From an optimization exercise on the open Yosys and OpenROAD flow, aimed at small area, a short achievable clock period and few clock cycles per item; shortcuts taken in it are not production practice. In this exercise RTL edits were held to simulation tests only and were not proved equivalent to the original. Power and IR drop assume default switching activity.

$ cat config.mk
export PLATFORM = sky130hd
export DESIGN_NAME = glyph_grid_extent_finder
export DESIGN_NICKNAME = glyph_grid_extent_finder
export VERILOG_FILES = /design/flow/design.v
export SDC_FILE = /design/flow/constraint.sdc
export NUM_CORES = 4
export LEC_CHECK = 0
export CAP_MARGIN = 20
export CORE_MARGIN = 2
export CORE_UTILIZATION = 62
export CTS_BUF_LIST = sky130_fd_sc_hd__clkbuf_16
export CTS_CLUSTER_DIAMETER = 60
export CTS_CLUSTER_SIZE = 24
export PLACE_DENSITY = 0.72
export SETUP_SLACK_MARGIN = 4.8
export SLEW_MARGIN = 20
export TNS_END_PERCENT = 100
$ cat standard.sh
#!/bin/bash
# synth_recipe.tcl (not shown) runs the flow's synth.tcl, then flattens the netlist and writes it again
# the make line also repeats each setting of config.mk as NAME=value (left out here)
make -C /OpenROAD-flow-scripts/flow DESIGN_CONFIG=/design/flow/config.mk WORK_HOME=/design/flow/orfs CLKGATE_MAP_FILE= SYNTH_SCRIPT=/design/flow/synth_recipe.tcl "${@:-finish}"
$ cat design.v
`default_nettype none
package ggef_pkg;
  localparam MAX_CELL_SIZE = 64;
  localparam GRID_CELLS    = 16;
  localparam GLYPH_COUNT   = 256;
  localparam CELL_POS_W  = $clog2(MAX_CELL_SIZE);
  localparam CELL_SIZE_W = CELL_POS_W + 1;
  localparam GRID_W      = $clog2(GRID_CELLS);
  localparam GLYPH_W     = $clog2(GLYPH_COUNT);
  localparam logic [GLYPH_W-1:0]     LETTER_A_IDX  = GLYPH_W'(65);
  localparam logic [CELL_SIZE_W-1:0] CELL_SIZE_RST = CELL_SIZE_W'(8);
  localparam logic [CELL_SIZE_W-1:0] CELL_SIZE_MAX = CELL_SIZE_W'(MAX_CELL_SIZE);
  localparam logic CFG_CELL_WIDTH  = 1'b0;
  localparam logic CFG_CELL_HEIGHT = 1'b1;
  localparam logic OP_PIXEL = 1'b0;
  localparam logic OP_QUERY = 1'b1;
  localparam logic ST_IDLE = 1'b0;
  localparam logic ST_EXEC = 1'b1;
  localparam EXT_W   = 2 * CELL_POS_W + 1;
  localparam EXT_VLD = 2 * CELL_POS_W;
  function automatic logic [CELL_SIZE_W-1:0] eff_size(input logic [CELL_SIZE_W-1:0] v);
    logic [CELL_SIZE_W-1:0] r;
    r = v;
    if (v == '0) begin
      r = CELL_SIZE_W'(1);
    end else if (v > CELL_SIZE_MAX) begin
      r = CELL_SIZE_MAX;
    end
    eff_size = r;
  endfunction
endpackage
`default_nettype wire
`default_nettype none
module glyph_grid_extent_finder (
  input  wire logic                        clk,
  input  wire logic                        rst_n,
  input  wire logic                        cfg_we,
  input  wire logic                        cfg_index,
  input  wire logic [6:0]                  cfg_data,
  input  wire logic                        in_valid,
  output      logic                        in_stall,
  input  wire logic                        in_op,
  input  wire logic                        in_frame_start,
  input  wire logic [31:0]                 in_pixel_value,
  input  wire logic [7:0]                  in_glyph_index,
  output      logic                        out_valid,
  input  wire logic                        out_stall,
  output      logic [9:0]                  out_glyph_x,
  output      logic [10:0]                 out_glyph_y,
  output      logic [6:0]                  out_glyph_w,
  output      logic [6:0]                  out_glyph_h,
  output      logic [5:0]                  out_space_width,
  output      logic [6:0]                  out_line_height
);
  localparam logic [11:0] EMPTY = {6'd63, 6'd0};
  logic [6:0]  cw_r, ch_r;
  logic [5:0]  cwm1_r, chm1_r;
  logic [6:0]  cfg_eff;
  logic [31:0] bg_r;
  logic [7:0]  t_r;
  logic        sk_v, sk_op, sk_fs, sk_ink;
  logic [7:0]  sk_gi;
  logic        v1, op1, fs1, ink1;
  logic [7:0]  gi1;
  logic [7:0]  ra1;               
  logic [15:0] pa_row, pa_col;
  logic        pa0;
  logic [5:0]  icc_r, icr_r;
  logic [3:0]  cc_r, cr_r;
  logic [6:0]  top_r, abot_r;
  logic [11:0] ring [256];
  logic [11:0] rb   [16];          
  logic [15:0] pend;               
  logic        fl;                 
  logic        v2, s2b;           
  logic        urb2;              
  logic        par2;              
  logic [11:0] rd2;
  logic [5:0]  rr_r;              
  logic [3:0]  gcol2;
  logic [9:0]  xs2;               
  logic [8:0]  ya2;               
  logic [7:0]  yb2;
  logic [6:0]  h2, lh2;
  logic        ov;
  logic [9:0]  ox;
  logic [10:0] oy;
  logic [6:0]  ow, oh, olh;
  logic [5:0]  osp;               
  logic        iccl_r, icrl_r, first_r, a65_r, tany_r, fsr_r;
  logic [15:0] touched;
  always_comb begin
    for (int c = 0; c < 16; c++)
      touched[c] = (icr_r != 6'd0) || (4'(c) < cc_r) || ((4'(c) == cc_r) && (icc_r != 6'd0));
  end
  logic take, out_free, s2_free, s1_go, s1_free, s1_load, pix1, pproc, mark, mv;
  assign take     = in_valid && !sk_v;
  assign out_free = !ov || !out_stall;
  assign s2_free  = !v2 || (!s2b && out_free);
  assign s1_go    = v1 && (op1 ? s2_free : (!fs1 || fsr_r));
  assign s1_free  = !v1 || s1_go;
  assign s1_load  = s1_free && (sk_v || take);
  assign pix1     = v1 && !op1;
  assign pproc    = pix1 && (!fs1 || fsr_r);
  assign mark     = pix1 && fs1 && !fl && tany_r;
  assign mv       = v1 && op1 && s2_free;
  logic [5:0]  p_icc, p_icr;
  logic [3:0]  p_cc, p_cr;
  logic        icc_last, icr_last;
  logic [11:0] base, merged;
  logic [5:0]  m_left, m_right;
  logic [5:0]  icc_d, icr_d;
  logic [3:0]  cc_d, cr_d;
  logic [6:0]  top_d, abot_d;
  always_comb begin
    p_icc  = fs1 ? 6'd0 : icc_r;
    p_icr  = fs1 ? 6'd0 : icr_r;
    p_cc   = fs1 ? 4'd0 : cc_r;
    p_cr   = fs1 ? 4'd0 : cr_r;
    base    = first_r ? EMPTY : rb[0];
    m_left  = (ink1 && (icc_r < base[11:6])) ? icc_r : base[11:6];
    m_right = (ink1 && (icc_r > base[5:0]))  ? icc_r : base[5:0];
    merged  = fs1 ? {(ink1 ? 6'd0 : 6'd63), 6'd0} : {m_left, m_right};
    if (fs1) begin
      top_d  = ink1 ? 7'd0 : ch_r;
      abot_d = ch_r;
    end else begin
      top_d  = (ink1 && ({1'b0, icr_r} < top_r)) ? {1'b0, icr_r} : top_r;
      abot_d = (ink1 && a65_r) ? {1'b0, icr_r} : abot_r;
    end
    icc_last = fs1 ? (cwm1_r == 6'd0) : iccl_r;
    icr_last = fs1 ? (chm1_r == 6'd0) : icrl_r;
    icc_d = p_icc + 6'd1;
    cc_d  = p_cc;
    icr_d = p_icr;
    cr_d  = p_cr;
    if (icc_last) begin
      icc_d = 6'd0;
      cc_d  = p_cc + 4'd1;
      if (p_cc == 4'd15) begin
        icr_d = p_icr + 6'd1;
        if (icr_last) begin
          icr_d = 6'd0;
          cr_d  = p_cr + 4'd1;
        end
      end
    end
  end
  logic [3:0]  wbc_r, wbi_r;
  logic        wbe_r;
  logic [15:0] wsel_r;
  logic [11:0] wb_data;
  logic [7:0]  t_n;
  logic [3:0]  tk_n, cc_n, cr_n, wbc_n, wbi_b, wbi_n;
  logic [5:0]  icc_n, icr_n;
  logic [15:0] pend_n, hot0, hot_n, wsel_n;
  logic        wbe_n, wbt_n, fsp, rowinc, fl_n, tany_n;
  always_comb begin
    wb_data = rb[wbi_r];
    t_n   = t_r + 8'd1;
    tk_n  = t_n[7:4] + 4'(t_n[3:0] != 4'd0);
    wbc_n = wbc_r - 4'd1;
    icc_n = pproc ? icc_d : icc_r;
    icr_n = pproc ? icr_d : icr_r;
    cc_n  = pproc ? cc_d : cc_r;
    cr_n  = pproc ? cr_d : cr_r;
    fl_n  = pproc ? 1'b0 : (mark ? 1'b1 : fl);
    tany_n = (icr_n != 6'd0) || (cc_n != 4'd0) || (icc_n != 6'd0);
    wbi_b = wbc_n - ((pproc && fs1) ? 4'd0 : cc_r);
    wbi_n = (pproc && icc_last) ? wbi_b - 4'd1 : wbi_b;
    for (int c = 0; c < 16; c++) begin
      if ((mark && touched[c]) || (pproc && icc_last && icr_last && (p_cc == 4'(c))))
        pend_n[c] = 1'b1;
      else if (wbe_r && (wbc_r == 4'(c)))
        pend_n[c] = 1'b0;
      else
        pend_n[c] = pend[c];
    end
    wbe_n = pend_n[wbc_n];
    wbt_n = (icr_n != 6'd0) || (wbc_n < cc_n) || ((wbc_n == cc_n) && (icc_n != 6'd0));
    fsp    = pproc && fs1;
    rowinc = pproc && !fs1 && icc_last && (p_cc == 4'd15) && icr_last;
    for (int k = 0; k < 16; k++) hot0[k] = (4'(cr_r + tk_n) == 4'(k));
    for (int k = 0; k < 16; k++)
      hot_n[k] = fsp ? (tk_n == 4'(k)) : rowinc ? hot0[(k + 15) % 16] : hot0[k];
    for (int k = 0; k < 16; k++)
      wsel_n[k] = wbe_n && (wbt_n ? hot_n[k] : hot_n[(k + 1) % 16]);
  end
  logic [5:0]  ring_rd;
  logic [11:0] rb_rd;
  logic        q_use_rb;
  logic [3:0]  q_r, q_c;
  logic [5:0]  rrow [16];
  always_comb begin
    for (int r = 0; r < 16; r++) begin
      rrow[r] = '0;
      for (int c = 0; c < 16; c++)
        rrow[r] = rrow[r] | ({6{pa_col[c]}} & ring[16 * r + c][11:6]);
    end
    ring_rd = '0;
    for (int r = 0; r < 16; r++) ring_rd = ring_rd | ({6{pa_row[r]}} & rrow[r]);
    q_r      = gi1[7:4];
    q_c      = gi1[3:0];
    rb_rd    = rb[4'(q_c - cc_r)];
    q_use_rb = (touched[q_c] && (q_r == cr_r)) ||
               (pend[q_c] && !touched[q_c] && (q_r == cr_r - 4'd1));
  end
  logic [9:0]  b_xs;
  logic [8:0]  q_ya;
  logic [7:0]  q_yb;
  logic [6:0]  q_h, q_lh;
  logic [11:0] c_ent;
  logic        c_vld;
  logic [9:0]  c_x, c_xs;
  logic [6:0]  c_w, c_ws;
  logic [10:0] c_y;
  always_comb begin
    b_xs = ((gcol2[0] ? 10'(cw_r)              : 10'd0) + (gcol2[1] ? 10'({cw_r, 1'b0}) : 10'd0))
         + ((gcol2[2] ? 10'({cw_r, 2'b00})     : 10'd0) + (gcol2[3] ? 10'({cw_r, 3'b000}) : 10'd0));
    q_ya = (gi1[4] ? 9'(ch_r) : 9'd0) + (gi1[5] ? 9'({ch_r, 1'b0}) : 9'd0) + 9'(top_r);
    q_yb = (gi1[6] ? 8'(ch_r) : 8'd0) + (gi1[7] ? 8'({ch_r, 1'b0}) : 8'd0);
    q_h  = (ch_r > top_r) ? ch_r - top_r : 7'd0;
    q_lh = (abot_r > top_r) ? abot_r - top_r : 7'd0;
    if (urb2)      c_ent = rd2;
    else if (par2) c_ent = {rr_r, rd2[5:0]};
    else           c_ent = {rd2[11:6], rr_r};
    c_vld = c_ent[11:6] <= c_ent[5:0];
    c_xs  = xs2 + 10'(c_ent[11:6]);
    c_ws  = 7'(c_ent[5:0]) - 7'(c_ent[11:6]) + 7'd1;
    c_x   = c_vld ? c_xs : xs2;
    c_w   = c_vld ? c_ws : cw_r;
    c_y   = 11'(ya2) + {1'b0, yb2, 2'b00};
  end
  logic        t_ink;
  logic [7:0]  ld_gi, pa_n;
  assign t_ink = !in_frame_start && (in_pixel_value != bg_r);
  assign ld_gi = sk_v ? sk_gi : in_glyph_index;
  assign pa_n  = (mv || !s1_load) ? ra1 + 8'd1 : ld_gi + t_r + 8'd1;
  assign cfg_eff = (cfg_data == 7'd0) ? 7'd1 : (cfg_data > 7'd64) ? 7'd64 : cfg_data;
  always_ff @(posedge clk) begin
    if (!rst_n) begin
      cw_r    <= 7'd8;
      ch_r    <= 7'd8;
      cwm1_r  <= 6'd7;
      chm1_r  <= 6'd7;
      bg_r    <= '0;
      t_r     <= '0;
      wbc_r   <= '0;
      wbi_r   <= '0;
      wbe_r   <= 1'b0;
      wsel_r  <= '0;
      iccl_r  <= 1'b0;
      icrl_r  <= 1'b0;
      first_r <= 1'b1;
      a65_r   <= 1'b0;
      tany_r  <= 1'b0;
      fsr_r   <= 1'b1;
      sk_v    <= 1'b0;
      v1      <= 1'b0;
      v2      <= 1'b0;
      s2b     <= 1'b0;
      ov      <= 1'b0;
      icc_r   <= '0;
      cc_r    <= '0;
      icr_r   <= '0;
      cr_r    <= '0;
      top_r   <= 7'd8;
      abot_r  <= 7'd8;
      pend    <= '0;
      fl      <= 1'b0;
    end else begin
      if (cfg_we) begin
        if (cfg_index == 1'b0) begin
          cw_r   <= cfg_eff;
          cwm1_r <= 6'(cfg_eff - 7'd1);
        end else begin
          ch_r   <= cfg_eff;
          chm1_r <= 6'(cfg_eff - 7'd1);
        end
      end
      t_r    <= t_n;
      osp    <= cw_r[6:1];
      wbc_r  <= wbc_n;
      wbi_r  <= wbi_n;
      wbe_r  <= wbe_n;
      wsel_r <= wsel_n;
      iccl_r  <= (icc_n == cwm1_r);
      icrl_r  <= (icr_n == chm1_r);
      first_r <= (icc_n == 6'd0) && (icr_n == 6'd0);
      a65_r   <= ({cr_n, cc_n} == 8'd65);
      tany_r  <= tany_n;
      fsr_r   <= (pend_n == 16'd0) && (fl_n || !tany_n);
      if (take && !in_op && in_frame_start) bg_r <= in_pixel_value;
      if (sk_v) begin
        if (s1_free) sk_v <= 1'b0;
      end else if (take && !s1_free) begin
        sk_v <= 1'b1;
      end
      if (s1_free) v1 <= sk_v || take;
      if (s2_free) v2 <= mv;
      s2b <= mv;
      if (out_free) ov <= v2 && !s2b;
      if (pproc) begin
        icc_r  <= icc_d;
        cc_r   <= cc_d;
        icr_r  <= icr_d;
        cr_r   <= cr_d;
        top_r  <= top_d;
        abot_r <= abot_d;
      end
      fl   <= fl_n;
      pend <= pend_n;
    end
  end
  always_ff @(posedge clk) begin
    for (int p = 0; p < 256; p++) begin
      if ((p % 16) == 1 && wsel_r[p / 16]) ring[p] <= {wb_data[5:0], wb_data[11:6]};
      else ring[p] <= {ring[(p + 255) % 256][5:0], ring[(p + 255) % 256][11:6]};
    end
  end
  always_ff @(posedge clk) begin
    if (pproc) begin
      if (icc_last) begin
        for (int i = 0; i < 15; i++) rb[i] <= rb[i + 1];
        rb[15] <= merged;
      end else begin
        rb[0] <= merged;
      end
    end
  end
  always_ff @(posedge clk) begin
    if (!sk_v) begin
      sk_op  <= in_op;
      sk_fs  <= in_frame_start;
      sk_ink <= t_ink;
      sk_gi  <= in_glyph_index;
    end
    if (s1_load) begin
      op1  <= sk_v ? sk_op  : in_op;
      fs1  <= sk_v ? sk_fs  : in_frame_start;
      ink1 <= sk_v ? sk_ink : t_ink;
      gi1  <= ld_gi;
      ra1  <= ld_gi + t_r + 8'd1;
    end else begin
      ra1  <= ra1 + 8'd1;
    end
    for (int k = 0; k < 16; k++) begin
      pa_row[k] <= (pa_n[7:4] == 4'(k));
      pa_col[k] <= (pa_n[3:0] == 4'(k));
    end
    pa0  <= pa_n[0];
    rr_r <= ring_rd;
    if (mv) begin
      urb2  <= q_use_rb;
      par2  <= pa0;
      rd2   <= rb_rd;
      gcol2 <= gi1[3:0];
      ya2   <= q_ya;
      yb2   <= q_yb;
      h2    <= q_h;
      lh2   <= q_lh;
    end else if (v2 && s2b) begin
      xs2 <= b_xs;
      if (!urb2) begin
        if (par2) rd2[5:0]  <= rr_r;
        else      rd2[11:6] <= rr_r;
      end
    end else if (v2 && !out_free) begin
      urb2 <= 1'b1;
      rd2  <= c_ent;
    end
    if (out_free && v2 && !s2b) begin
      ox  <= c_x;
      oy  <= c_y;
      ow  <= c_w;
      oh  <= h2;
      olh <= lh2;
    end
  end
  assign in_stall        = sk_v;
  assign out_valid       = ov;
  assign out_glyph_x     = ox;
  assign out_glyph_y     = oy;
  assign out_glyph_w     = ow;
  assign out_glyph_h     = oh;
  assign out_space_width = osp;
  assign out_line_height = olh;
endmodule
`default_nettype wire
$ cat constraint.sdc
create_clock -name core_clock -period 8.0 [get_ports {clk}]
set_input_delay 1.6000 -clock core_clock [delete_from_list [all_inputs] [get_ports {clk}]]
set_output_delay 1.6000 -clock core_clock [all_outputs]
set_load 0.01 [all_outputs]
$ cat flow/run.sh
#!/bin/bash
# The standard layout, with two changes: the port buffers are buf_4 cells (instead of the
# resizer's default pick, a delay buffer), and timing repair may resize a cell into any cell of
# the same function (not only one of the same footprint).
set -euo pipefail
export BUFFER_PORTS_ARGS="-buffer_cell sky130_fd_sc_hd__buf_4"
bash standard.sh MATCH_CELL_FOOTPRINT=0 finish > flow_standard.log 2>&1
==> results of run 1 <==
==> per-stage QoR <==
| step | setup slack (ps) | util | area, sq um | std cells |
|---|---|---|---|---|
| global placement | 3500 | 0.644 | 103000 | 9178 |
| global route | 4660 | 0.691 | 111000 | 9552 |
| finish | 4740 | 0.692 | 111000 | 9561 |
| floorplan | 3710 | - | 100000 | 7145 |
| CTS | 4790 | 0.688 | 110000 | 9512 |
| detailed placement | 3480 | 0.644 | 103000 | 9178 |
==> metal layers <==
metal	vias to the layer above	share of wire
met1	28790	0.43
met2	2534	0.44
met3	552	0.089
li1	25837	-
met5	-	0.00026
met4	10	0.038
==> path summary, 6_finish.rpt <==
check	to	slack, ps
max	wsel_r[14]	4740
min	ring[116][6]	310
max reg2reg	wsel_r[14]	4740
min reg2reg	ring[116][6]	310
==> cell type report <==
| class | count | share of cell area |
|---|---|---|
| Antenna cell | 10 | 0.000226 |
| Clock buffer | 195 | 0.0440 |
| Clock inverter | 81 | 0.00845 |
| Inverter | 182 | 0.00639 |
| Multi-Input combinational cell | 3048 | 0.214 |
| Sequential cell | 3593 | 0.678 |
| Tap cell | 2160 | 0.0244 |
| Timing Repair Buffer | 292 | 0.0239 |
==> sequential cells by signal, indices dropped and copies added, names as in the netlist, 8 cells and up <==
signal,flops
pa_row,16
rb,192
rd2,12
oy,11
ox,10
xs2,10
t_r,8
pend,16
pa_col,16
ring,3072
yb2,8
sk_gi,8
gi1,8
wsel_r,16
ya2,9
bg_r,32
ra1,8
==> timing repair <==
| item | 4_1_cts | 5_1_grt |
|---|---|---|
| setup endpoints to repair | 248 | 70 |
| setup buffers | 51 | 36 |
| gates resized for setup | 143 | 69 |
| gates cloned | 7 | 3 |
| pin swaps | 20 | 26 |
==> kinds of logic (layout without fill, tap and decap cells) <==
family,after synthesis,after routing,synth area share
multiplexers,288,288,0.0323
AND/OR/NAND/NOR,1027,1027,0.0528
flip-flops,3593,3593,0.752
XOR/XNOR,126,126,0.0113
AO/OA/AOI/OAI,1455,1455,0.111
buffers and inverters,504,750,0.0196
other,0,10,0
adder cells (fa/ha/maj),152,152,0.0212
==> cells in the final DEF (no fill, tap or decap), types with 22 or more instances in the layout <==
cell / instances
a21o_1: 24
dfxtp_2: 22
mux2i_1: 86
nand2_1: 294
fa_1: 24
dfxtp_1: 3240
nor3_1: 47
a221oi_1: 299
ha_1: 113
nor2_1: 126
o211ai_1: 22
and2_1: 72
edfxtp_1: 310
inv_1: 181
xor2_1: 61
a22oi_1: 310
o21ai_0: 112
nand4_1: 138
xnor2_1: 54
clkbuf_16: 203
a21oi_1: 121
nor2b_1: 49
a21boi_0: 48
mux2_2: 175
nand2b_1: 27
nand3_1: 114
buf_4: 243
a22o_1: 292
o21ai_1: 23
==> report_power, final <==
| part | switching, W | internal, W |
|---|---|---|
| logic | 0.00214 | 0.00104 |
| registers | 0.000769 | 0.0190 |
| clock network | 0.00580 | 0.00466 |
==> summary.md, run 1 <==
| Metric | Value |
|---|---|
| CP Data Arrival Time | `4050 ps` |
| Crit Path Category | `flop to flop` |
| Die height | `between 400 and 500 um` |
| Area growth from synthesis to final layout | `11.0%` |
| Syn_area_per_cell | `roughly 14 sq um` |
| DRT antenna net count | `0` |
| Layout Nets | `7514` |
| Static leakage | `between 40 and 50 nW` |
| Reg2Reg Depth | `12` |
| GR peak layer | `met2` |
| Final hold viol count | `0` |
| HP Start | `ring[115][0]` |
| Cell variety after synth | `95` |
| Largest stage delay, worst path | `~810 ps` |
| CP Launch Type | `flop` |
| CTS Buf Count | `190` |
| Die ar. | `about 160000 sq um` |
| Met1 Use GR | `0.427` |
| Hold slack | `between 300 and 400 ps` |
| Hold crit path type | `flop to flop` |
| Clk_skew | `33.2 ps` |
| Max_slew headroom | `0.223` |
| Reg2Reg Launch Point | `fs1` |
| Initial DRC count | `5783` |
| Max Slew Vio Count | `0` |
| Gpl congestion | `between 0.9 and 1` |
| Crit path buffers/inverters | `3` |
| DRC | `0` |
| Crit-path slowest cell | `nor4_2` |
| Most frequent cells after synthesis | `dfxtp_1 (3283), a22oi_1 (310), edfxtp_1 (310)` |
| CTS max path bufs | `3` |
| Outcome | `finished clean` |
| Total chip power | `approximately 0.033 W` |
| CTS tree | `yes` |
| Tmin final | `3260 ps` |
| Routed wire per std cell | `26.7 um` |
| CP cell instances | `buf_12, inv_4, nand2_2, inv_2, ha_4, nand2_1, nor4_2, xnor2_1, or4_1, o22ai_1, mux2i_1, nor2_2` |
| Max IR drop VDD | `0.000281 V` |
| Post-synth EDFFs | `310` |
| Finish-stage setup viols | `0` |
| Cell Rows | `147` |
| Buffers on Ports | `approximately 100` |
| HPWL after DPL | `about 150000 um` |
| Delay-heaviest family, CP | `simple AND/OR/NAND/NOR gates` |
| Initial antenna violation count | `19` |
| Worst skew pair latency | `850 ps` |
| Cts hold-fix bufs | `0` |
| DIE WIDTH | `about 410 um` |
| Top_reg_cell synth | `dfxtp_1` |
| Overflow after GRT | `0` |
| Cell taking the most area after synthesis | `dfxtp_1` |
| Top cell type's share of synthesized area | `0.658` |
| Max FO, Critical Path | `13` |
| Most common cell in the netlist | `dfxtp_1` |
| Number of global-route vias before repair | `between 50000 and 60000` |
| Vias post-DR | `between 50000 and 60000` |
| First drt pass iteration count | `8` |
| Initial Utilization | `0.623` |
| Async S/R FF share, synth | `0` |
| Worst slew pin tran | `between 1000 and 1500 ps` |
| First-pass GRT wire length | `approximately 370000 um` |
| Critical Path Stages | `12` |
| Clock slew at reported path FFs | `approximately 90 ps` |
| Setup_tns | `0 ps` |
| Core area | `between 150000 and 200000 sq um` |
| CP endpoint kind | `flop` |
| Area of the multi-input gates | `23700 sq um` |
| Power per cell area | `302 nW/um^2` |
| Share of post-route cells with drive strength above 1 | `0.129` |
| FMAX | `just over 300 MHz` |
| Clock Sinks | `3593` |
| GR Layer Usage met2 | `0.468` |
| RSZ-0062 raised after global routing | `true` |
| GR Util All Layers | `0.306` |
| Mapped cell area | `between 90000 and 100000 sq um` |
| Sequential cell area fraction in the yosys report | `0.752` |
| Synth Instances | `7145` |
| Max Cap Viol | `0` |
| I/O pin cnt | `between 100 and 150` |
| Met3 Use GR | `0.0699` |
| Seq cells post-synth | `between 3000 and 4000` |
| Pin count of the biggest net entering global routing | `96` |
| Final period util | `0.408` |
| Critical path startpoint | `fs1` |
| Total nets after synthesis | `7352` |
| Ys Warns | `4` |
| Hold-critical path depth | `0` |
| Critical Path RT | `between 8000 and 9000 ps` |
| Filler cell count | `between 10000 and 15000` |
| CTS H-tree depth | `4` |
| CTS root buffer | `clkbuf_16` |
| Synth top area cells | `dfxtp_1 (66%), edfxtp_1 (9.3%), a221oi_1 (2.6%)` |
| Vias per cell | `approximately 6.0` |
| Register area | `75100 sq um` |
| Total Routed Length | `256000 um` |
Testbench counts, summed over its fixed seeds: cycles 44,030, items 41,958.
==> run 2: changes to the inputs <==
==> run.sh (new file) <==
#!/bin/bash
# synth_recipe.tcl (not shown) runs the flow's synth.tcl, then flattens the netlist and writes it again
# the make line also repeats each setting of config.mk as NAME=value (left out here)
make -C /OpenROAD-flow-scripts/flow DESIGN_CONFIG=/design/flow/config.mk WORK_HOME=/design/flow/orfs CLKGATE_MAP_FILE= SYNTH_SCRIPT=/design/flow/synth_recipe.tcl finish
removed: flow/run.sh
removed: standard.sh
==> run 2 against run 1 <==
Global-route usage is 0.45 points lower; fmax is 1.2% lower; synthesized area did not move; via count decreased by 0.56%; synthesized cell count did not move; register-to-register slack worse by 40 ps; design area is essentially flat.
==> summary.md, run 2 <==
| Metric | Value |
|---|---|
| Outcome | `finished clean` |
| Hold slack | `about 310 ps` |
| Commonest cells after routing, fill and taps aside | `dfxtp_1 (3238), a22oi_1 (310), edfxtp_1 (310)` |
| Routed wire per std cell | `~27 um` |
| Cell Rows | `around 150` |
| Finish-stage setup viols | `0` |
| Initial DRC count | `6265` |
| First drt pass iteration count | `9` |
| Syn_area_per_cell | `roughly 14 sq um` |
| Final period util | `0.413` |
| Max FO, Critical Path | `8` |
| DIE WIDTH | `405 um` |
| CP cell instances | `buf_12, nor2b_4, inv_2, ha_4, nand2_2, o22a_1, o21ai_2, inv_1, ha_1, nor2b_4, o21a_1, o21a_1, o21ai_2, a211oi_4, buf_4, buf_12, mux2i_4, nor2_2` |
| Pin count of the biggest net entering global routing | `185` |
| Setup_tns | `0 ps` |
| CP endpoint kind | `flop` |
| Crit Path Category | `flop to flop` |
| CP Launch Type | `flop` |
| Layout Nets | `between 7000 and 8000` |
| DRC | `0` |
| Ys Warns | `4` |
| Largest stage delay, worst path | `around 470 ps` |
| Final hold viol count | `0` |
| Clock slew at reported path FFs | `~90 ps` |
| GR Util All Layers | `0.301` |
| Pre-CTS WS | `about 3300 ps` |
| Worst slew pin tran | `between 1000 and 1500 ps` |
| Vias per cell | `~6` |
| Sequential cell area fraction in the yosys report | `0.752` |
| HPWL after DPL | `roughly 150000 um` |
| Async S/R FF share, synth | `0` |
| Most frequent cells after synthesis | `dfxtp_1 (3283), a22oi_1 (310), edfxtp_1 (310)` |
| Hold crit path type | `flop to flop` |
| Critical Path RT | `slightly below 9000 ps` |
| Worst skew pair latency | `between 800 and 900 ps` |
| Cts hold-fix bufs | `0` |
| CTS Buf Count | `roughly 190` |
| Die ar. | `around 160000 sq um` |
| CP Data Arrival Time | `approximately 4000 ps` |
| Power per cell area | `about 300 nW/um^2` |
| Core area | `160000 sq um` |
| Top reg by flops | `ring` |
| Max IR drop VDD | `~0.00027 V` |
| Cell taking the most area after synthesis | `dfxtp_1` |
| Tmin final | `approximately 3300 ps` |
| CTS root buffer | `clkbuf_16` |
| Total nets after synthesis | `between 7000 and 8000` |
| Vias post-DR | `57397` |
| First-pass GRT wire length | `about 370000 um` |
| Max Cap Viol | `0` |
| Antenna diode count | `0` |
| RSZ-0062 raised after global routing | `true` |
| PnR worst setup slack | `between 4000 and 5000 ps` |
| Die height | `about 410 um` |
| Max reg flops | `3072` |
| Max Slew Vio Count | `0` |
| Share of post-route cells with drive strength above 1 | `0.114` |
| CTS max path bufs | `3` |
| Top_reg_cell synth | `dfxtp_1` |
| Overflow after GRT | `0` |
| CTS tree | `yes` |
| Commonest non-fill, non-tap cell in the layout | `dfxtp_1` |
| Synth top area cells | `dfxtp_1 (66%), edfxtp_1 (9.3%), a221oi_1 (2.6%)` |
| Clock Sinks | `approximately 3600` |
| Mapped cell area | `approximately 100000 sq um` |
| Most common cell in the netlist | `dfxtp_1` |
| Clk_skew | `about 32 ps` |
| Max_slew headroom | `0.201` |
| Initial antenna violation count | `12` |
| Buffers on Ports | `roughly 100` |
| Synth Instances | `about 7100` |
| Static leakage | `between 40 and 50 nW` |
| I/O pin cnt | `between 100 and 150` |
| Total Routed Length | `around 250000 um` |
| Number of global-route vias before repair | `between 50000 and 60000` |
| Largest regs | `ring (3072), rb (192), bg_r (32)` |
| Dpl cell area | `103000 sq um` |
| Initial Utilization | `0.623` |
| Area growth from synthesis to final layout | `10.9%` |
| Crit-path slowest cell | `edfxtp_1` |
| Seq cells post-synth | `~3600` |
| CTS H-tree depth | `4` |
| FMAX | `around 300 MHz` |
| Cell area after layout | `~110000 sq um` |
| Post-synth EDFFs | `a little over 300` |
| Gpl congestion | `0.989` |
| DRT antenna net count | `0` |
| Top cell type's share of synthesized area | `0.658` |
| Cell variety after synth | `95` |
run 2: cell counts after synthesis:
No cell type changed its count.
run 2: critical path: cells and delay by family (launching register included):
family / cells / cell delay, ps
multiplexers: 1 / 230
adder cells (fa/ha/maj): 2 / 560
AO/OA/AOI/OAI: 6 / 980
flip-flops: 1 / 470
AND/OR/NAND/NOR: 4 / 330
buffers and inverters: 5 / 610
run 2: final cells by class:
class / instances / area, sq um
multi-input cells: 3049 / 23800
fillers: 10988 / 49500
inverters: 182 / 711
flip-flops and latches: 3593 / 75100
repair buffers: 285 / 2810
clock inverters: 69 / 739
clock buffers: 192 / 4800
well taps: 2160 / 2700
run 2: through the flow:
| stage | cells | power (W) | utilization |
|---|---|---|---|
| 2_1_floorplan | 7145 | 0.0215 | - |
| 3_3_place_gp | 9182 | 0.0231 | 0.646 |
| 3_5_place_dp | 9182 | 0.0231 | 0.646 |
| 4_1_cts | 9500 | 0.0332 | 0.687 |
| 5_1_grt | 9530 | 0.0342 | 0.691 |
| 6_report | 9530 | 0.0332 | 0.691 |
run 2: cell families after synthesis:
| family | after synthesis | synth area share |
|---|---|---|
| compound gates | 1455 | 0.111 |
| xor+xnor | 126 | 0.0113 |
| fa+ha+maj | 152 | 0.0212 |
| buf+inv | 504 | 0.0196 |
| mux | 288 | 0.0323 |
| flops | 3593 | 0.752 |
| simple gates | 1027 | 0.0528 |
run 2: path summary, 6_finish.rpt:
kind	start	end	slack (ps)	cells past startpoint
worst max register to register	fs1	wsel_r[13]	4700	18
worst min register to register	ring[232][3]	ring[233][9]	310	0
worst max-delay path	fs1	wsel_r[13]	4700	18
worst min-delay path	ring[232][3]	ring[233][9]	310	0
run 2: where the power goes:
part | total (W) | internal, W | switching (W)
Sequential | 0.0198 | 0.0190 | 0.000722
Clock | 0.0103 | 0.00455 | 0.00571
Combinational | 0.00322 | 0.00106 | 0.00216
run 2: per-layer routing:
| metal | GRT usage | vias up | part of all wire | routed length (um) |
|---|---|---|---|---|
| met5 | 0 | - | 0.00029 | 72 |
| met4 | 0.0994 | 10 | 0.035 | 8760 |
| li1 | - | 25807 | - | - |
| met2 | 0.461 | 2330 | 0.44 | 112000 |
| met3 | 0.0544 | 542 | 0.079 | 19900 |
| met1 | 0.436 | 28708 | 0.44 | 112000 |
run 2: what timing repair did:
item | in CTS | in global routing
pin swaps | 35 | 28
endpoints found under the setup margin | 242 | 74
resized for setup | 189 | 94
buffers inserted | 50 | 27
gates cloned | 7 | 3
==> run 3: changes to the inputs <==
--- a/config.mk
+++ b/config.mk
@@ -7,11 +7,11 @@
 export LEC_CHECK = 0
 export CAP_MARGIN = 20
 export CORE_MARGIN = 2
-export CORE_UTILIZATION = 62
+export CORE_UTILIZATION = 70
 export CTS_BUF_LIST = sky130_fd_sc_hd__clkbuf_16
 export CTS_CLUSTER_DIAMETER = 60
-export CTS_CLUSTER_SIZE = 24
-export PLACE_DENSITY = 0.72
+export CTS_CLUSTER_SIZE = 28
+export PLACE_DENSITY = 0.8
 export SETUP_SLACK_MARGIN = 4.8
 export SLEW_MARGIN = 20
 export TNS_END_PERCENT = 100
==> run 3 against run 2 <==
Still clean on timing, DRC and antenna; hold slack got worse by 4.3 ps; setup slack got worse by 45 ps; clock skew rose by 18 ps; design area fell by 0.18%; utilization rose by 8.9 points; via count rose by 1.9%; fmax fell by 1.3%; routed wire length rose by 1.1%; critical path depth fell by 3; critical path type unchanged; largest power group unchanged.
==> summary.md, run 3 <==
| Metric | Value |
|---|---|
| Outcome | `finished clean` |
| Top reg by flops | `ring` |
| RSZ-0062 raised after global routing | `true` |
| Synthesized-area fraction occupied by adder cells | `0.0212` |
| Mapped cell area | `99800 sq um` |
| Share of post-route cells with drive strength above 1 | `0.118` |
| Pin count of the biggest net entering global routing | `between 150 and 200` |
| Largest stage delay, worst path | `between 400 and 500 ps` |
| # placed instances | `roughly 9000` |
| Post-synthesis compound-gate area fraction | `0.111` |
| Clock Sinks | `~3600` |
| GR Util All Layers | `0.342` |
| Mux cell area share after synthesis | `0.0323` |
| Total Routed Length | `approximately 260000 um` |
| Area growth from synthesis to final layout | `10.7%` |
| Filler cell count | `8184` |
| CP Data Arrival Time | `3930 ps` |
| Cell taking the most area after synthesis | `dfxtp_1` |
| Hold crit path type | `flop to flop` |
| DIE WIDTH | `382 um` |
| Cell variety after synth | `95` |
| Overflow after GRT | `0` |
| Switch Pwr | `between 0.008 and 0.009 W` |
| Largest family of logic cells by synthesized area | `compound AO/OA/AOI/OAI gates` |
| Post-Synth Simple-Gate Area | `0.0528` |
| Die ar. | `between 100000 and 150000 sq um` |
| Max Slew Vio Count | `0` |
| Top_reg_cell synth | `dfxtp_1` |
| Clock slew at reported path FFs | `roughly 100 ps` |
| Vias post-DR | `~58000` |
| CTS root buffer | `clkbuf_16` |
| Commonest non-fill, non-tap cell in the layout | `dfxtp_1` |
| Cell Rows | `roughly 140` |
| Cts hold-fix bufs | `0` |
| First-pass GRT wire length | `between 300000 and 400000 um` |
| HP Start | `ring[50][3]` |
| Max IR drop VDD | `0.000280 V` |
| Delay-heaviest family, CP | `compound AO/OA/AOI/OAI gates` |
| Commonest cells after routing, fill and taps aside | `dfxtp_1 (3237), a22oi_1 (310), edfxtp_1 (310)` |
| Number of global-route vias before repair | `58272` |
| Final hold viol count | `0` |
| CTS max path bufs | `3` |
| Post-synth EDFFs | `between 300 and 400` |
| Ys Warns | `4` |
| Core area | `142000 sq um` |
| Max reg flops | `a little over 3000` |
| P_int | `approximately 0.024 W` |
| HPWL after DPL | `approximately 150000 um` |
| Initial DRC count | `6200` |
| Vias per cell | `about 6.3` |
| FMAX | `299 MHz` |
| XOR/XNOR Fraction of Synth Area | `0.0113` |
| I/O pin cnt | `between 100 and 150` |
| Initial antenna violation count | `13` |
| Finish-stage setup viols | `0` |
| Total nets after synthesis | `~7400` |
| Crit path buffers/inverters | `5` |
| Most frequent cell on the critical path | `buf_12` |
| Buffers on Ports | `approximately 100` |
| Crit Path Category | `flop to flop` |
| Switching share of power | `0.261` |
| Most frequent cells after synthesis | `dfxtp_1 (3283), a22oi_1 (310), edfxtp_1 (310)` |
| Static leakage | `~43 nW` |
| Clock power share | `0.304` |
| Syn_area_per_cell | `14.0 sq um` |
| CP Launch Type | `flop` |
| Die height | `around 380 um` |
| Sequential share of power | `0.597` |
| Reg2Reg Launch Point | `gi1[0]` |
| Worst skew pair latency | `about 850 ps` |
| CP cell instances | `inv_2, ha_2, inv_1, fa_2, xnor2_4, buf_12, buf_12, buf_12, mux2i_2, o22ai_2, a21oi_2, a21oi_1, a311oi_1, o211a_1, o2bb2ai_1` |
| Most common cell in the netlist | `dfxtp_1` |
| Tmin final | `approximately 3300 ps` |
| Top cell type's share of synthesized area | `0.658` |
| Max_slew headroom | `0.221` |
| DRC | `0` |
| Largest regs | `ring (3072), rb (192), bg_r (32)` |
| Seq cells post-synth | `about 3600` |
| First drt pass iteration count | `10` |
| Power per cell area | `~300 nW/um^2` |
| Max FO, Critical Path | `8` |
| CTS Buf Count | `between 150 and 200` |
| CTS tree | `yes` |
| CTS H-tree depth | `4` |
| Worst reg2reg endpoint | `rd2[10]` |
| Clk_skew | `50.4 ps` |
| R2r setup slk | `about 4700 ps` |
| Max Cap Viol | `0` |
| Final cell count without fillers | `about 9300` |
| Hold-critical path depth | `0` |
| Crit-path slowest cell | `fa_2` |
| Initial Utilization | `0.705` |
| DRT antenna net count | `0` |
| Combinational share of power | `0.098` |
| Reg2Reg Depth | `15` |
| Async S/R FF share, synth | `0` |
| Setup_tns | `0 ps` |
| Synth Instances | `7145` |
| Critical path startpoint | `gi1[0]` |
| Routed wire per std cell | `approximately 27 um` |
| CP endpoint kind | `flop` |
| Gpl congestion | `1.02` |
| Synth top area cells | `dfxtp_1 (66%), edfxtp_1 (9.3%), a221oi_1 (2.6%)` |
| Worst slew pin tran | `around 1200 ps` |
| Final period util | `0.418` |
| Hold Path Sink | `ring[51][9]` |
| Sequential cell area fraction in the yosys report | `0.752` |
| Layout Nets | `7513` |
| Critical Path RT | `8580 ps` |
[run 3: cell families (layout without fill, tap and decap cells)]
| kind of cell | Yosys count | in the layout |
|---|---|---|
| compound gates | 1455 | 1455 |
| xor+xnor | 126 | 126 |
| fa+ha+maj | 152 | 152 |
| buf+inv | 504 | 745 |
| flops | 3593 | 3593 |
| mux | 288 | 288 |
| other cells | 0 | 16 |
| simple gates | 1027 | 1027 |
[run 3: power by group through the flow]
stage          Combinational (W)  Clock, W  Sequential (W)
4_1_cts                  0.00314    0.0101          0.0197
6_report                 0.00325    0.0101          0.0197
3_5_place_dp             0.00299         0          0.0201
3_3_place_gp             0.00295         0          0.0201
5_1_grt                  0.00337    0.0107          0.0198
2_1_floorplan            0.00180         0          0.0197
[run 3: final cells by class]
type / count / area (sq um) / share of cell area
sequential: 3593 / 75100 / 0.680
timing repair inverter: 1 / 8.76 / 0.0000793
multi-input combinational: 3048 / 23800 / 0.216
inverter: 182 / 729 / 0.00660
clock buffer: 175 / 4380 / 0.0396
timing repair buffer: 309 / 3010 / 0.0272
clock inverter: 78 / 1010 / 0.00911
antenna: 16 / 40.0 / 0.000362
tap: 1890 / 2360 / 0.0214
[run 3: per-layer routing]
layer  share of wire  GRT usage  up-vias
met1            0.42      0.471    29137
li1                -          -    25846
met3           0.087     0.0792      658
met4           0.040      0.129        8
met5          0.0010          0        -
met2            0.45      0.532     2847
[run 3: worst max path at each step]
| stage | cells after the start | endpoint | slack (ps) |
|---|---|---|---|
| 6_report | 15 | rd2[10] | 4650 |
| 5_1_grt | 18 | wsel_r[6] | 4580 |
| 4_1_cts | 10 | rd2[7] | 4790 |
| 3_5_place_dp | 14 | wsel_r[8] | 3330 |
| 3_3_place_gp | 14 | wsel_r[9] | 3380 |
| 2_1_floorplan | 8 | wbi_r[3] | 3690 |
[run 3: metrics by stage]
step,hold WS [ps],cell area (sq um),total power (W),utilization,worst slack [ps]
2_1_floorplan,310,100000,0.0215,-,3690
3_3_place_gp,310,103000,0.0230,0.728,3380
3_5_place_dp,312,103000,0.0231,0.728,3330
4_1_cts,302,110000,0.0329,0.775,4790
5_1_grt,308,110000,0.0339,0.780,4580
6_report,310,111000,0.0330,0.781,4650
[run 3: worst reg2reg max path, stage by stage, from the launching register on]
cell,delay [ps]
edfxtp_1,460
inv_2,110
ha_2,190
inv_1,80
fa_2,490
xnor2_4,230
buf_12,150
buf_12,140
buf_12,140
mux2i_2,220
o22ai_2,110
a21oi_2,120
a21oi_1,50
a311oi_1,280
o211a_1,270
o2bb2ai_1,80
[run 3: repair_timing]
item	CTS	global route
pin swaps	38	43
buffers inserted	78	42
resized for setup	199	102
cloned	5	1
endpoints found under the setup margin	322	69
==> run 4: changes to the inputs <==
--- a/design.v
+++ b/design.v
@@ -62,6 +62,7 @@
   logic [7:0]  sk_gi;
   logic        v1, op1, fs1, ink1;
   logic [7:0]  gi1;
+  logic [3:0]  qi1;               
   logic [7:0]  ra1;               
   logic [15:0] pa_row, pa_col;
   logic        pa0;
@@ -88,11 +89,7 @@
   logic [6:0]  ow, oh, olh;
   logic [5:0]  osp;               
   logic        iccl_r, icrl_r, first_r, a65_r, tany_r, fsr_r;
-  logic [15:0] touched;
-  always_comb begin
-    for (int c = 0; c < 16; c++)
-      touched[c] = (icr_r != 6'd0) || (4'(c) < cc_r) || ((4'(c) == cc_r) && (icc_r != 6'd0));
-  end
+  logic [15:0] touched, touched_n;
   logic take, out_free, s2_free, s1_go, s1_free, s1_load, pix1, pproc, mark, mv;
   assign take     = in_valid && !sk_v;
   assign out_free = !ov || !out_stall;
@@ -177,9 +174,14 @@
         pend_n[c] = pend[c];
     end
     wbe_n = pend_n[wbc_n];
-    wbt_n = (icr_n != 6'd0) || (wbc_n < cc_n) || ((wbc_n == cc_n) && (icc_n != 6'd0));
     fsp    = pproc && fs1;
     rowinc = pproc && !fs1 && icc_last && (p_cc == 4'd15) && icr_last;
+    touched_n = touched;
+    if (pproc) begin
+      if (rowinc) touched_n = '0;
+      else        touched_n = (fs1 ? 16'd0 : touched) | (16'd1 << p_cc);
+    end
+    wbt_n = touched_n[wbc_n];
     for (int k = 0; k < 16; k++) hot0[k] = (4'(cr_r + tk_n) == 4'(k));
     for (int k = 0; k < 16; k++)
       hot_n[k] = fsp ? (tk_n == 4'(k)) : rowinc ? hot0[(k + 15) % 16] : hot0[k];
@@ -201,7 +203,7 @@
     for (int r = 0; r < 16; r++) ring_rd = ring_rd | ({6{pa_row[r]}} & rrow[r]);
     q_r      = gi1[7:4];
     q_c      = gi1[3:0];
-    rb_rd    = rb[4'(q_c - cc_r)];
+    rb_rd    = rb[qi1];
     q_use_rb = (touched[q_c] && (q_r == cr_r)) ||
                (pend[q_c] && !touched[q_c] && (q_r == cr_r - 4'd1));
   end
@@ -254,6 +256,7 @@
       first_r <= 1'b1;
       a65_r   <= 1'b0;
       tany_r  <= 1'b0;
+      touched <= '0;
       fsr_r   <= 1'b1;
       sk_v    <= 1'b0;
       v1      <= 1'b0;
@@ -289,6 +292,7 @@
       first_r <= (icc_n == 6'd0) && (icr_n == 6'd0);
       a65_r   <= ({cr_n, cc_n} == 8'd65);
       tany_r  <= tany_n;
+      touched <= touched_n;
       fsr_r   <= (pend_n == 16'd0) && (fl_n || !tany_n);
       if (take && !in_op && in_frame_start) bg_r <= in_pixel_value;
       if (sk_v) begin
@@ -340,6 +344,7 @@
       fs1  <= sk_v ? sk_fs  : in_frame_start;
       ink1 <= sk_v ? sk_ink : t_ink;
       gi1  <= ld_gi;
+      qi1  <= ld_gi[3:0] - cc_n;
       ra1  <= ld_gi + t_r + 8'd1;
     end else begin
       ra1  <= ra1 + 8'd1;
--- a/config.mk
+++ b/config.mk
@@ -7,11 +7,11 @@
 export LEC_CHECK = 0
 export CAP_MARGIN = 20
 export CORE_MARGIN = 2
-export CORE_UTILIZATION = 70
+export CORE_UTILIZATION = 62
 export CTS_BUF_LIST = sky130_fd_sc_hd__clkbuf_16
 export CTS_CLUSTER_DIAMETER = 60
-export CTS_CLUSTER_SIZE = 28
-export PLACE_DENSITY = 0.8
+export CTS_CLUSTER_SIZE = 24
+export PLACE_DENSITY = 0.72
 export SETUP_SLACK_MARGIN = 4.8
 export SLEW_MARGIN = 20
 export TNS_END_PERCENT = 100
==> run 4 against run 3 <==
Still clean on timing, DRC and antenna; combinational power decreased by 7.7%; clock power hardly changed; critical path depth is 8 lower; setup slack better by 90 ps; non-clock buffer count down 18; design area rose by 0.24%; synthesized cell count fell by 1.3%; die area grew 13%; flip-flop and latch count rose by 20; clock skew decreased by 17 ps; utilization fell by 9.0 points; sequential power about the same.
==> summary.md, run 4 <==
| Metric | Value |
|---|---|
| First-pass GRT wire length | `360000 um` |
| Critical path startpoint | `pa_col[2]` |
| Final hold viol count | `0` |
| Setup_tns | `0 ps` |
| Largest family of logic cells by synthesized area | `compound AO/OA/AOI/OAI gates` |
| Total nets after synthesis | `7257` |
| Routed wire per std cell | `26.1 um` |
| Max_slew headroom | `0.204` |
| Final period util | `0.407` |
| DRC | `0` |
| Clk_skew | `~34 ps` |
| Die ar. | `between 150000 and 200000 sq um` |
| Total chip power | `0.0330 W` |
| Top cell type's share of synthesized area | `0.661` |
| Post-synthesis compound-gate area fraction | `0.113` |
| Layout Nets | `roughly 7400` |
| Buffers on Ports | `104` |
| CTS root buffer | `clkbuf_16` |
| Cell variety after synth | `85` |
| Vias per cell | `6.04` |
| Pin count of the biggest net entering global routing | `a little under 100` |
| Sequential cell area fraction in the yosys report | `0.755` |
| Worst slew pin tran | `1190 ps` |
| Most common cell in the netlist | `dfxtp_1` |
| Dpl cell area | `around 100000 sq um` |
| Total Routed Length | `247000 um` |
| Mux cell area share after synthesis | `0.0313` |
| Hold slack | `~300 ps` |
| Worst skew pair latency | `850 ps` |
| Top_reg_cell synth | `dfxtp_1` |
| CTS H-tree depth | `4` |
| Outcome | `finished clean` |
| Post-synth EDFFs | `314` |
| CP Launch Type | `flop` |
| Crit Path Category | `flop to flop` |
| Gpl congestion | `between 0.9 and 1` |
| CTS tree | `yes` |
| Cts hold-fix bufs | `0` |
| Post-Synth Simple-Gate Area | `0.0491` |
| Vias post-DR | `between 50000 and 60000` |
| I/O pin cnt | `105` |
| HPWL after DPL | `roughly 140000 um` |
| Finish-stage setup viols | `0` |
| Max IR drop VDD | `0.000253 V` |
| Cell taking the most area after synthesis | `dfxtp_1` |
| Reg2Reg Launch Point | `pa_col[2]` |
| Top reg by flops | `ring` |
| Cell area after layout | `approximately 110000 sq um` |
| Commonest cells after routing, fill and taps aside | `dfxtp_1 (3263), a221oi_1 (342), a22o_1 (339)` |
| Max Slew Vio Count | `0` |
| DIE WIDTH | `between 400 and 500 um` |
| Met2 routed wirelength | `111000 um` |
| DRT antenna net count | `0` |
| Critical Path RT | `8530 ps` |
| Most frequent cell on the critical path | `nand4_1` |
| Max reg flops | `a little over 3000` |
| Synth top area cells | `dfxtp_1 (66%), edfxtp_1 (9.4%), a221oi_1 (3.0%)` |
| Share of post-route cells with drive strength above 1 | `0.113` |
| Max FO, Critical Path | `34` |
| Top sig layer | `met5` |
| Cell Rows | `roughly 150` |
| HP Start | `ring[77][4]` |
| Commonest non-fill, non-tap cell in the layout | `dfxtp_1` |
| Most frequent cells after synthesis | `dfxtp_1 (3299), a221oi_1 (346), a22o_1 (340)` |
| RSZ-0062 raised after global routing | `true` |
| Number of global-route vias before repair | `55943` |
| Core area | `approximately 160000 sq um` |
| Die height | `about 400 um` |
| Max Cap Viol | `0` |
| XOR/XNOR Fraction of Synth Area | `0.0115` |
| # placed instances | `between 9000 and 10000` |
| Largest stage delay, worst path | `about 520 ps` |
| CP Data Arrival Time | `roughly 3800 ps` |
| Synthesized-area fraction occupied by adder cells | `0.0209` |
| Initial DRC count | `slightly below 6000` |
| Synth Instances | `about 7000` |
| First drt pass iteration count | `7` |
| Mapped cell area | `between 90000 and 100000 sq um` |
| GR Util All Layers | `0.294` |
| CTS Buf Count | `approximately 190` |
| Overflow after GRT | `0` |
| Syn_area_per_cell | `approximately 14 sq um` |
| CP cell instances | `buf_4, a22o_1, a221oi_1, nand4_1, a22oi_1, nand4_1, nand4b_1` |
| Ys Warns | `4` |
| Power per cell area | `298 nW/um^2` |
| DR WL met3 | `a little over 20000 um` |
| Largest regs | `ring (3072), rb (192), bg_r (32)` |
| FMAX | `307 MHz` |
| Clock slew at reported path FFs | `roughly 90 ps` |
| Tmin final | `roughly 3300 ps` |
| Async S/R FF share, synth | `0` |
| CTS max path bufs | `3` |
| CP endpoint kind | `flop` |
| Initial antenna violation count | `8` |
| Seq cells post-synth | `3613` |
| Area growth from synthesis to final layout | `10.8%` |
| Crit-path slowest cell | `dfxtp_4` |
| Hold crit path type | `flop to flop` |
| Final cell count without fillers | `9447` |
| Initial Utilization | `0.623` |
| Wire length on met1 | `~110000 um` |
| Clock Sinks | `approximately 3600` |
| Static leakage | `about 43 nW` |
## run 4: changes by cell type in the layout (fill, tap and decap cells not counted), moves of 18 or more
cell	previous run	this run
dfxtp_1	3237	3263
and2_1	71	90
a221oi_1	299	342
nand3_1	116	76
nor2_1	126	144
mux2i_1	89	67
o21ai_0	111	71
a22o_1	292	339
nand2_1	290	250
## run 4: worst paths after layout
check	to	slack [ps]	depth (start not counted)
setup / recovery	rr_r[2]	4740	7
hold / removal	ring[78][10]	300	0
setup reg to reg	rr_r[2]	4740	7
hold reg to reg	ring[78][10]	300	0
## run 4: layout make-up
| class | instances | area [sq um] |
|---|---|---|
| Fill cell | 11112 | 49600 |
| Timing Repair Buffer | 291 | 2660 |
| Clock buffer | 188 | 4700 |
| Multi-Input combinational cell | 2954 | 23700 |
| Inverter | 163 | 656 |
| Antenna cell | 4 | 10.0 |
| Tap cell | 2160 | 2700 |
| Timing Repair inverter | 2 | 21.3 |
| Clock inverter | 72 | 795 |
| Sequential cell | 3613 | 75600 |
## run 4: worst max-delay path, delay by kind of cell, from the launching register on
kind	cells	cell delay, ps
AOI/OAI and AO/OA	3	1020
buffers and inverters	1	430
DFF	1	520
and+or+nand+nor	3	930
## run 4: timing repair
action,CTS,global route
gates resized for setup,147,87
pin swaps,22,33
buffers inserted,44,43
gates cloned,6,3
endpoints found under the hold margin,0,0
setup endpoints to repair,349,59
## run 4: routing by layer
metal	GRT usage	vias up
li1	-	25589
met1	0.420	28643
met2	0.453	2336
met3	0.0633	471
met4	0.0843	2
met5	0	-
## run 4: cells by family (layout without fill, tap and decap cells)
group	Yosys count	in the layout
buf+inv	487	716
mux	276	276
fa+ha+maj	150	150
other cells	0	4
xor+xnor	130	130
simple gates	953	954
compound gates	1443	1444
flops	3613	3613
## run 4: through the flow
| stage | setup slack (ps) | utilization |
|---|---|---|
| finish | 4740 | 0.691 |
| CTS | 4680 | 0.686 |
| floorplan | 4440 | - |
| global route | 4660 | 0.691 |
| global placement | 2970 | 0.646 |
| detailed placement | 2820 | 0.646 |
## run 4: power breakdown
group	internal, W	switching (W)	total [W]
combinational	0.000958	0.00204	0.00300
sequential	0.0191	0.000718	0.0198
clock	0.00443	0.00575	0.0102
total	0.0245	0.00851	0.0330
Testbench counts of run 4, summed over its fixed seeds: cycles 44,030, items 41,958.
==> run 5: changes to the inputs <==
==> flow/run.sh (new file) <==
#!/bin/bash
# The standard layout, with two changes: the port buffers are buf_4 cells (instead of the
# resizer's default pick, a delay buffer), and timing repair may resize a cell into any cell of
# the same function (not only one of the same footprint).
set -euo pipefail
export BUFFER_PORTS_ARGS="-buffer_cell sky130_fd_sc_hd__buf_4"
bash standard.sh MATCH_CELL_FOOTPRINT=0 finish > flow_standard.log 2>&1
==> standard.sh (new file) <==
#!/bin/bash
# synth_recipe.tcl (not shown) runs the flow's synth.tcl, then flattens the netlist and writes it again
# the make line also repeats each setting of config.mk as NAME=value (left out here)
make -C /OpenROAD-flow-scripts/flow DESIGN_CONFIG=/design/flow/config.mk WORK_HOME=/design/flow/orfs CLKGATE_MAP_FILE= SYNTH_SCRIPT=/design/flow/synth_recipe.tcl "${@:-finish}"
removed: run.sh
==> run 5 against run 4 <==
Hold slack improved by 4.1 ps; die area unchanged; fmax increased by 3.2%; register-to-register slack improved by 100 ps; critical endpoint is now wsel_r[14]; via count decreased by 0.50%; largest power group unchanged; clock skew increased by 1.8 ps; global-route usage about the same; routed wire length decreased by 0.28%; synthesized area unchanged; critical path depth increased by 9.
==> summary.md, run 5 <==
| Metric | Value |
|---|---|
| Clk_skew | `~35 ps` |
| HP Start | `ring[127][2]` |
| Initial Utilization | `0.623` |
| # placed instances | `roughly 9100` |
| R2r setup slk | `slightly below 5000 ps` |
| Vias per cell | `around 6.0` |
| Tmin final | `~3200 ps` |
| Reg2Reg Depth | `16` |
| Worst skew pair latency | `860 ps` |
| Sequential cell area fraction in the yosys report | `0.755` |
| Cts hold-fix bufs | `0` |
| Max Slew Vio Count | `0` |
| Cell variety after synth | `between 80 and 90` |
| CTS Buf Count | `between 150 and 200` |
| Total Routed Length | `between 200000 and 250000 um` |
| Clock Sinks | `roughly 3600` |
| Final cell count without fillers | `roughly 9400` |
| CP Data Arrival Time | `between 3000 and 4000 ps` |
| Mapped cell area | `100000 sq um` |
| Syn_area_per_cell | `14.2 sq um` |
| Overflow after GRT | `0` |
| CP endpoint kind | `flop` |
| CTS max path bufs | `3` |
| Initial antenna violation count | `10` |
| Crit Path Category | `flop to flop` |
| I/O pin cnt | `105` |
| FMAX | `around 320 MHz` |
| Max reg flops | `slightly above 3000` |
| Max FO, Critical Path | `6` |
| Ys Warns | `4` |
| Outcome | `finished clean` |
| Setup_tns | `0 ps` |
| Area growth from synthesis to final layout | `10.2%` |
| Top_reg_cell synth | `dfxtp_1` |
| Cell Rows | `roughly 150` |
| Async S/R FF share, synth | `0` |
| Final hold viol count | `0` |
| CP Launch Type | `flop` |
| Die ar. | `164000 sq um` |
| Number of global-route vias before repair | `55974` |
| First-pass GRT wire length | `360000 um` |
| Buffers on Ports | `between 100 and 150` |
| Post-synth EDFFs | `between 300 and 400` |
| Top reg by flops | `ring` |
| Routed wire per std cell | `about 26 um` |
| Cell taking the most area after synthesis | `dfxtp_1` |
| First drt pass iteration count | `7` |
| DIE WIDTH | `406 um` |
| Critical Path RT | `roughly 8700 ps` |
| Static leakage | `about 43 nW` |
| Power per cell area | `299 nW/um^2` |
| Cell area after layout | `approximately 110000 sq um` |
| Largest regs | `ring (3072), rb (192), bg_r (32)` |
| Total nets after synthesis | `between 7000 and 8000` |
| Commonest cells after routing, fill and taps aside | `dfxtp_1 (3263), a221oi_1 (346), a22o_1 (339)` |
| Vias post-DR | `around 57000` |
| Hold Path Sink | `ring[128][8]` |
| Reg2Reg Launch Point | `t_r[1]` |
| Worst slew pin tran | `about 1200 ps` |
| Hold crit path type | `flop to flop` |
| Most common cell in the netlist | `dfxtp_1` |
| Commonest non-fill, non-tap cell in the layout | `dfxtp_1` |
| Pin count of the biggest net entering global routing | `96` |
| Final period util | `0.395` |
| Max Cap Viol | `0` |
| RSZ-0062 raised after global routing | `true` |
| DRC | `0` |
| Dpl cell area | `between 100000 and 150000 sq um` |
| Seq cells post-synth | `between 3000 and 4000` |
| Most frequent cells after synthesis | `dfxtp_1 (3299), a221oi_1 (346), a22o_1 (340)` |
| Synth top area cells | `dfxtp_1 (66%), edfxtp_1 (9.4%), a221oi_1 (3.0%)` |
| Worst reg2reg endpoint | `wsel_r[14]` |
| Max_slew headroom | `0.217` |
| CTS root buffer | `clkbuf_16` |
| Die height | `just over 400 um` |
| CTS tree | `yes` |
| Top cell type's share of synthesized area | `0.661` |
| DRT antenna net count | `0` |
| Initial DRC count | `~6200` |
| Antenna diode count | `0` |
| Finish-stage setup viols | `0` |
| Synth Instances | `7052` |
| CTS H-tree depth | `4` |
| Core area | `160000 sq um` |
| Gpl congestion | `between 0.9 and 1` |
| Clock slew at reported path FFs | `approximately 90 ps` |
| HPWL after DPL | `145000 um` |
| Share of post-route cells with drive strength above 1 | `0.121` |
| GR Util All Layers | `0.294` |
| Layout Nets | `between 7000 and 8000` |
| Hold-critical path depth | `0` |
| Max IR drop VDD | `~0.00030 V` |
## run 5: cell counts after synthesis
No cell type changed its count.
## run 5: how the worst max path moves through the flow
stage          startpoint  slack, ps          to
3_5_place_dp          fs1       3580      qi1[3]
3_3_place_gp          fs1       3730      qi1[3]
2_1_floorplan         fs1       2790      qi1[3]
6_report           t_r[1]       4840  wsel_r[14]
4_1_cts         cwm1_r[1]       4770      qi1[3]
5_1_grt            t_r[4]       4700   wsel_r[4]
## run 5: cell families (layout without fill, tap and decap cells)
| logic type | count (synthesis) | after routing | share of synthesized area |
|---|---|---|---|
| AOI/OAI and AO/OA | 1443 | 1443 | 0.113 |
| buffers and inverters | 487 | 699 | 0.0188 |
| DFF | 3613 | 3613 | 0.755 |
| muxes | 276 | 276 | 0.0313 |
| and+or+nand+nor | 953 | 954 | 0.0491 |
| adders and majority gates | 150 | 150 | 0.0209 |
| xor gates and xnor gates | 130 | 130 | 0.0115 |
## run 5: layout make-up
type                            count  area [sq um]
Fill cell                       11059         50200
Sequential cell                  3613         75600
Timing Repair inverter              2          12.5
Clock inverter                     72           764
Inverter                          163           622
Multi-Input combinational cell   2953         23400
Tap cell                         2160          2700
Timing Repair Buffer              271          2320
Clock buffer                      191          4780
## run 5: worst max-delay path, cell delays in order (launching register included)
cell,delay [ps]
dfxtp_4,380
ha_4,150
nand3_2,90
xnor2_2,230
ha_4,210
ha_4,160
xor2_4,160
inv_2,90
ha_4,330
a21oi_4,70
xnor2_2,130
buf_6,140
buf_6,120
xnor2_4,300
a2bb2oi_2,210
mux2i_1,90
and2_1,160
## run 5: power by group
group | internal (W) | total (W) | switching (W) | leakage, nW
registers | 0.0191 | 0.0198 | 0.000724 | 29.5
logic | 0.000920 | 0.00291 | 0.00199 | 10.6
clock network | 0.00448 | 0.0102 | 0.00576 | 2.77
total | 0.0245 | 0.0330 | 0.00848 | 42.9
## run 5: repair_timing
action | CTS | global route
pin swaps | 15 | 27
gates cloned | 5 | 2
setup buffers | 28 | 37
endpoints found under the hold margin | 0 | 0
setup endpoints to repair | 196 | 119
gates resized for setup | 66 | 61
## run 5: routing by layer
layer	track usage	vias to the layer above	wire [um]
met5	0	-	75
met4	0.0901	10	7690
met3	0.0603	488	19900
met2	0.448	2306	109000
met1	0.425	28436	110000
li1	-	25516	-
## run 5: metrics by stage
step / power (W) / setup slack [ps] / hold slack [ps] / utilization
after floorplan: 0.0214 / 2790 / 310 / -
after global placement: 0.0230 / 3730 / 310 / 0.645
after detailed placement: 0.0230 / 3580 / 312 / 0.645
after CTS: 0.0330 / 4770 / 301 / 0.683
after global routing: 0.0339 / 4700 / 319 / 0.687
final: 0.0330 / 4840 / 305 / 0.687
==> run 6: changes to the inputs <==
--- a/config.mk
+++ b/config.mk
@@ -12,6 +12,6 @@
 export CTS_CLUSTER_DIAMETER = 60
 export CTS_CLUSTER_SIZE = 24
 export PLACE_DENSITY = 0.72
-export SETUP_SLACK_MARGIN = 4.8
+export SETUP_SLACK_MARGIN = 5
 export SLEW_MARGIN = 20
 export TNS_END_PERCENT = 100
==> run 6 against run 5 <==
Critical path type unchanged; sequential power hardly changed; design area rose by 0.97%; combinational power rose by 3%; clock-buffer cell count fell by 1; largest cell class unchanged; synthesized area did not move; still clean on timing, DRC and antenna; total power rose by 0.33%; register-to-register slack improved by 70 ps.
==> summary.md, run 6 <==
| Metric | Value |
|---|---|
| Commonest cells after routing, fill and taps aside | `dfxtp_1 (3259), a221oi_1 (342), a22o_1 (340)` |
| Max Cap Viol | `0` |
| CTS tree | `yes` |
| Largest regs | `ring (3072), rb (192), bg_r (32)` |
| Outcome | `finished clean` |
| Vias post-DR | `roughly 57000` |
| Largest stage delay, worst path | `approximately 450 ps` |
| Sequential share of power | `0.600` |
| Die height | `a little over 400 um` |
| Number of global-route vias before repair | `about 57000` |
| Sequential cell area fraction in the yosys report | `0.755` |
| Max_slew headroom | `0.227` |
| RSZ-0062 raised after global routing | `true` |
| Met3 Use GR | `0.0626` |
| Cell Rows | `about 150` |
| Register area | `75600 sq um` |
| Die ar. | `164000 sq um` |
| Max FO, Critical Path | `4` |
| First drt pass iteration count | `10` |
| Gpl congestion | `roughly 0.95` |
| Cell variety after synth | `85` |
| Total Routed Length | `~250000 um` |
| Clock slew at reported path FFs | `90 ps` |
| GR Layer Usage met2 | `0.454` |
| Post-synth EDFFs | `314` |
| Crit path buffers/inverters | `1` |
| Filler cell count | `11012` |
| Max IR drop VDD | `0.000299 V` |
| P_int | `0.0246 W` |
| Most common cell in the netlist | `dfxtp_1` |
| GR peak layer | `met2` |
| Synth top area cells | `dfxtp_1 (66%), edfxtp_1 (9.4%), a221oi_1 (3.0%)` |
| Largest family of logic cells by synthesized area | `compound AO/OA/AOI/OAI gates` |
| Crit-path slowest cell | `fa_2` |
| Met1 Use GR | `0.428` |
| CP cell instances | `ha_4, nand3_4, xnor2_4, ha_4, ha_1, inv_2, fa_2, xor2_4, nand2_1, nor2_2, mux2_4, mux2i_2, mux2i_1, and2_1` |
| CP endpoint kind | `flop` |
| Syn_area_per_cell | `roughly 14 sq um` |
| Core area | `about 160000 sq um` |
| Ys Warns | `4` |
| DIE WIDTH | `~410 um` |
| Overflow after GRT | `0` |
| Most frequent cells after synthesis | `dfxtp_1 (3299), a221oi_1 (346), a22o_1 (340)` |
| CP Launch Type | `flop` |
| Static leakage | `around 43 nW` |
| XOR/XNOR Fraction of Synth Area | `0.0115` |
| Top cell type's share of synthesized area | `0.661` |
| Cell taking the most area after synthesis | `dfxtp_1` |
| Layout Nets | `roughly 7400` |
| Tmin final | `just over 3000 ps` |
| Most frequent cell on the critical path | `ha_4` |
| Max Slew Vio Count | `0` |
| Max reg flops | `between 3000 and 4000` |
| Synth Instances | `7052` |
| CTS max path bufs | `3` |
| Power per cell area | `between 200 and 300 nW/um^2` |
| Cts hold-fix bufs | `0` |
| Synthesized-area fraction occupied by adder cells | `0.0209` |
| Pin count of the biggest net entering global routing | `roughly 190` |
| Switch Pwr | `0.00847 W` |
| I/O pin cnt | `105` |
| Initial DRC count | `5830` |
| CTS Buf Count | `between 150 and 200` |
| Clk_skew | `approximately 47 ps` |
| Area of the multi-input gates | `23900 sq um` |
| Setup_tns | `0 ps` |
| Combinational share of power | `0.090` |
| Buffers on Ports | `104` |
| Seq cells post-synth | `3613` |
| Async S/R FF share, synth | `0` |
| Initial Utilization | `0.623` |
run 6: cell counts after synthesis:
No cell type changed its count.
run 6: per-stage QoR:
| stage | worst slack (ps) | hold slack (ps) | area [sq um] | total power, W | util |
|---|---|---|---|---|---|
| after floorplan | 2790 | 310 | 100000 | 0.0214 | - |
| after global placement | 3800 | 310 | 103000 | 0.0230 | 0.645 |
| after detailed placement | 3750 | 312 | 103000 | 0.0230 | 0.645 |
| after CTS | 4930 | 315 | 110000 | 0.0330 | 0.688 |
| after global routing | 4760 | 320 | 111000 | 0.0340 | 0.694 |
| final | 4910 | 307 | 111000 | 0.0331 | 0.694 |
run 6: worst paths after layout:
kind | start | endpoint | slack, ps | cells after the start
hold reg to reg | ring[248][2] | ring[249][8] | 310 | 0
hold / removal | ring[248][2] | ring[249][8] | 310 | 0
setup reg to reg | t_r[0] | wsel_r[15] | 4910 | 14
setup / recovery | t_r[0] | wsel_r[15] | 4910 | 14
run 6: cell type report:
cell class,count,area share
sequential,3613,0.679
timing repair buffer,317,0.0260
clock inverter,68,0.00673
clock buffer,190,0.0427
antenna,1,0.0000225
multi-input combinational,2956,0.215
tap,2160,0.0243
timing repair inverter,1,0.0000450
inverter,163,0.00572
run 6: logic make-up after synthesis:
| logic type | count (synthesis) |
|---|---|
| AND/OR/NAND/NOR | 953 |
| flip-flops | 3613 |
| AO/OA/AOI/OAI | 1443 |
| adder cells (fa/ha/maj) | 150 |
| buffers and inverters | 487 |
| multiplexers | 276 |
| XOR/XNOR | 130 |
run 6: power by group through the flow:
stage          clock network (W)  logic (W)  registers [W]
2_1_floorplan                  0    0.00167         0.0198
3_3_place_gp                   0    0.00273         0.0202
3_5_place_dp                   0    0.00275         0.0202
4_1_cts                   0.0103    0.00287         0.0198
5_1_grt                   0.0110    0.00312         0.0199
6_report                  0.0102    0.00299         0.0199
run 6: timing repair:
action | CTS | global route
buffers inserted | 61 | 48
setup endpoints to repair | 367 | 122
cloned | 9 | 1
pin swaps | 41 | 53
gates resized for setup | 178 | 117
run 6: layer usage:
metal / wire length, um / vias to the layer above
li1: - / 25632
met1: 109000 / 28638
met2: 111000 / 2397
met3: 21400 / 520
met4: 8280 / 0
met5: 0 / -

-- afterwards: timing with drivers on the ports --
How much do the figures lean on ideal ports? The routed layouts below were timed once more, with nothing changed but the port constraints.
Step 1 assumes that a clkbuf_16 drives the clock port and a buf_2 every other input.
Step 2 moves the port delays by t, midway between the first and last clock arrival at a register: inputs arrive t later, outputs are due t later. That takes back most of the time a late clock gives input paths.
a / b / c = ideal ports / drivers / drivers and shift; a / b = the first two.
run	t (ns)	setup WS [ns]	worst setup path at the end	cell pins on the clock port's net
run 1	0.915	4.738 / 4.738 / 4.069	input to register	1
run 2	0.918	4.697 / 4.697 / 3.937	input to register	1
run 3	0.905	4.652 / 4.652 / 3.987	input to register	1
run 4	0.923	4.743 / 4.743 / 3.904	input to register	1
run 5	0.921	4.843 / 4.843 / 4.067	input to register	1
run 6	0.924	4.909 / 4.909 / 4.214	input to register	1
After both steps every run listed still meets setup and hold. For run 4, which loses most, drivers alone change the setup slack by 0.000 ns; drivers and shift together by -0.839 ns.
